This design comes from an exercise in tuning for small area, a short achievable clock period and few clock cycles per item on the open sky130 flow, not from production work.
In this exercise RTL edits were held to simulation tests only and were not proved equivalent to the original.

// cubic_bezier_point_generator
module cubic_bezier_point_generator
(
    input  logic clk,
    input  logic rst_n,
    input  logic in_valid,
    output logic in_ready,
    input  logic [127:0] in_data,
    output logic out_valid,
    input  logic out_ready,
    output logic [38:0]  out_data
);
    function automatic logic [7:0] booth(input logic [4:0] i);
        logic [2:0] one, two;
        logic [1:0] neg;
        logic [2:0] g;
        for (int k = 0; k < 3; k++)
        begin
            g[2] = (k < 2) ? i[2*k+1] : 1'b0;
            g[1] = i[2*k];
            g[0] = (k > 0) ? i[2*k-1] : 1'b0;
            one[k] = g[1] ^ g[0];
            two[k] = (g == 3'b100) || (g == 3'b011);
            if (k < 2)
                neg[k] = g[2];
        end
        booth = {one, two, neg};
    endfunction
    logic       a_v, b_v, c_v, d_v, e_v, f_v, o_v, s_v, rdy;
    logic [4:0] a_i, b_i, c_i, d_i, e_i, f_i;
    logic [7:0] b_bc, e_bc;
    logic       fire, a_free, o_load, f_fire;
    assign fire     = !s_v;
    assign a_free   = !a_v || (a_i == 5'd31);
    assign in_ready = rdy;
    assign o_load   = !o_v || out_ready;
    assign f_fire   = fire && f_v;
    always_ff @(posedge clk or negedge rst_n)
    begin
        if (!rst_n)
        begin
            a_v <= 1'b0;
            b_v <= 1'b0;
            c_v <= 1'b0;
            d_v <= 1'b0;
            e_v <= 1'b0;
            f_v <= 1'b0;
            o_v <= 1'b0;
            s_v <= 1'b0;
            rdy <= 1'b1;
        end
        else
        begin
            if (fire)
            begin
                b_v <= a_v;
                c_v <= b_v;
                d_v <= c_v;
                e_v <= d_v;
                f_v <= e_v;
                if (a_free)
                    a_v <= in_valid;
            end
            if (o_load)
            begin
                o_v <= s_v || f_fire;
                s_v <= 1'b0;
            end
            else if (f_fire)
                s_v <= 1'b1;
            rdy <= (o_load || (fire && !f_v)) &&
                   (fire ? (a_free ? !in_valid : (a_i == 5'd30))
  ...
Settings: LEC_CHECK=0, ABC_AREA=1, ABC_CLOCK_PERIOD_IN_PS=3000, CAP_MARGIN=20, CORE_MARGIN=2, CORE_UTILIZATION=60, CTS_BUF_LIST=sky130_fd_sc_hd__clkbuf_16, CTS_CLUSTER_DIAMETER=100, CTS_CLUSTER_SIZE=25, SETUP_SLACK_MARGIN=5, SLEW_MARGIN=20; clock period 8.0 ns.
run.sh (not shown) runs the stock make flow with config.mk's settings and CLKGATE_MAP_FILE= SYNTH_SCRIPT=/design/flow/synth_recipe.tcl, a recipe that flattens the netlist after the stock synthesis.
Testbench counts at the start, summed over its fixed seeds: cycles 16,440, points 16,384.
==> next run, changes <==
Settings changed: ABC_AREA 1 to unset, CORE_UTILIZATION 60 to 70.
Wire length falls by 5.1%.
Synthesized cell count drops by 21%.
Setup slack gets worse by 0.28 ns.
Final cell count fell by 19%.
==> next run, changes <==
Settings changed: CORE_UTILIZATION 70 to 40, CTS_BUF_LIST sky130_fd_sc_hd__clkbuf_16 to unset, CTS_CLUSTER_DIAMETER 100 to unset, CTS_CLUSTER_SIZE 25 to unset.
The new run ran to the end with no violations.
Setup slack improved by 0.10 ns.
First-iteration DRC count went down by 25%.
Utilization drops by 32 points.
Routed wire length increases by 5.4%.
==> next run, changes <==
Settings changed: CORE_UTILIZATION 40 to 60, CTS_BUF_LIST set to sky130_fd_sc_hd__clkbuf_16, CTS_CLUSTER_DIAMETER set to 100, CTS_CLUSTER_SIZE set to 25.
First-iteration DRC count rose by roughly a tenth.
Flip-flop and latch count is unchanged.
Setup slack gains 0.028 ns.
Core utilization rose by 20 points.
Critical path depth came out lower by 2.
Global-route usage goes up by 6.7 points.
Register-to-register slack is worse by 0.08 ns.
Hold slack gains 0.015 ns.
Die area shrinks by a quarter to a third.
Maximum frequency went up slightly.
==> next run, changes <==
Settings changed: ABC_AREA set to 1, PLACE_DENSITY set to 0.72.
=> Register-to-register slack is better by 0.20 ns; final area increases by 2.6%; die area increases by 4.9%; routed wire length increases by 6.7%; sequential cell count does not change; setup slack is better by 0.16 ns; via count increases by 15%; first-iteration DRC count increases by about 30%; synthesized area increases by about 5%; clock-buffer cell count decreases by 1.
==> next run, changes <==
Settings changed: ABC_AREA 1 to unset, CORE_UTILIZATION 60 to 40, PLACE_DENSITY 0.72 to unset.
The changed run passed the timing, DRC and antenna checks.
Area after synthesis falls by 4.8%.
Design area falls by 1.1%.
Routed wire length falls by 0.85%.
Non-clock buffer count rises by 81.
Maximum frequency falls by 6.5%.
Worst hold slack hardly moves.
Utilization falls by 21 points.
Sequential cell count does not change.
Global-route usage falls by 7.3 points.

cubic_bezier_point_generator, a different RTL version from the one above (not shown whole).
For scale: ~5100 cells after synthesis, roughly 53000 um^2 of cells after synthesis.
Settings: LEC_CHECK=0, ABC_AREA=1, ABC_CLOCK_PERIOD_IN_PS=3000, CAP_MARGIN=20, CORE_MARGIN=2, CORE_UTILIZATION=60, CTS_BUF_LIST=sky130_fd_sc_hd__clkbuf_8 sky130_fd_sc_hd__clkbuf_16, CTS_CLUSTER_DIAMETER=80, CTS_CLUSTER_SIZE=20, SETUP_SLACK_MARGIN=5, SLEW_MARGIN=20; clock period 8.0 ns.
Testbench counts at the start, summed over its fixed seeds: cycles 16,440, points 16,384.
Edit:
Settings changed: CTS_BUF_LIST sky130_fd_sc_hd__clkbuf_8 sky130_fd_sc_hd__clkbuf_16 to sky130_fd_sc_hd__clkbuf_16, CTS_CLUSTER_DIAMETER 80 to 100, CTS_CLUSTER_SIZE 20 to 25.
Effect:
- The changed run produced a clean layout
- via count came out lower slightly
- clock-buffer cell count went down by 14
- wire length went down slightly

static timing again, ports no longer ideal:
How much do the figures lean on ideal ports? The routed layouts below were timed once more, with nothing changed but the port constraints.
Step 1: set_driving_cell puts a clkbuf_16 on clk and a buf_2 on each other input, an assumption about the parent block.
Step 2 moves the port delays by t, midway between the first and last clock arrival at a register: inputs arrive t later, outputs are due t later. That takes back most of the time a late clock gives input paths.
Slacks: ideal / step 1 / step 2; pairs: ideal / step 1.
run	t, ns	setup slack, ns	worst setup path after step 2	worst slew at a driven data input, ns	cell pins on the clock port's net
the first run of note 1	0.669	4.992 / 4.936 / 4.340	input to register	0.10	1
the second run of note 1	0.667	4.715 / 4.722 / 4.056	input to register	0.09	1
the third run of note 1	0.725	4.816 / 4.828 / 4.103	input to register	0.10	1
the fourth run of note 1	0.670	4.844 / 4.849 / 4.182	input to register	0.10	1
the fifth run of note 1	0.654	5.001 / 5.034 / 4.380	input to register	0.08	1
the sixth run of note 1	0.702	4.793 / 4.795 / 4.093	input to register	0.10	1
the first run of note 2	0.693	5.040 / 4.974 / 4.379	input to register	0.09	1
the second run of note 2	0.675	5.025 / 4.986 / 4.386	input to register	0.09	1
After both steps setup and hold are still met in every run listed. The setup slack of the third run of note 1, which loses most, moves by +0.012 ns with the drivers and by -0.713 ns with both steps.
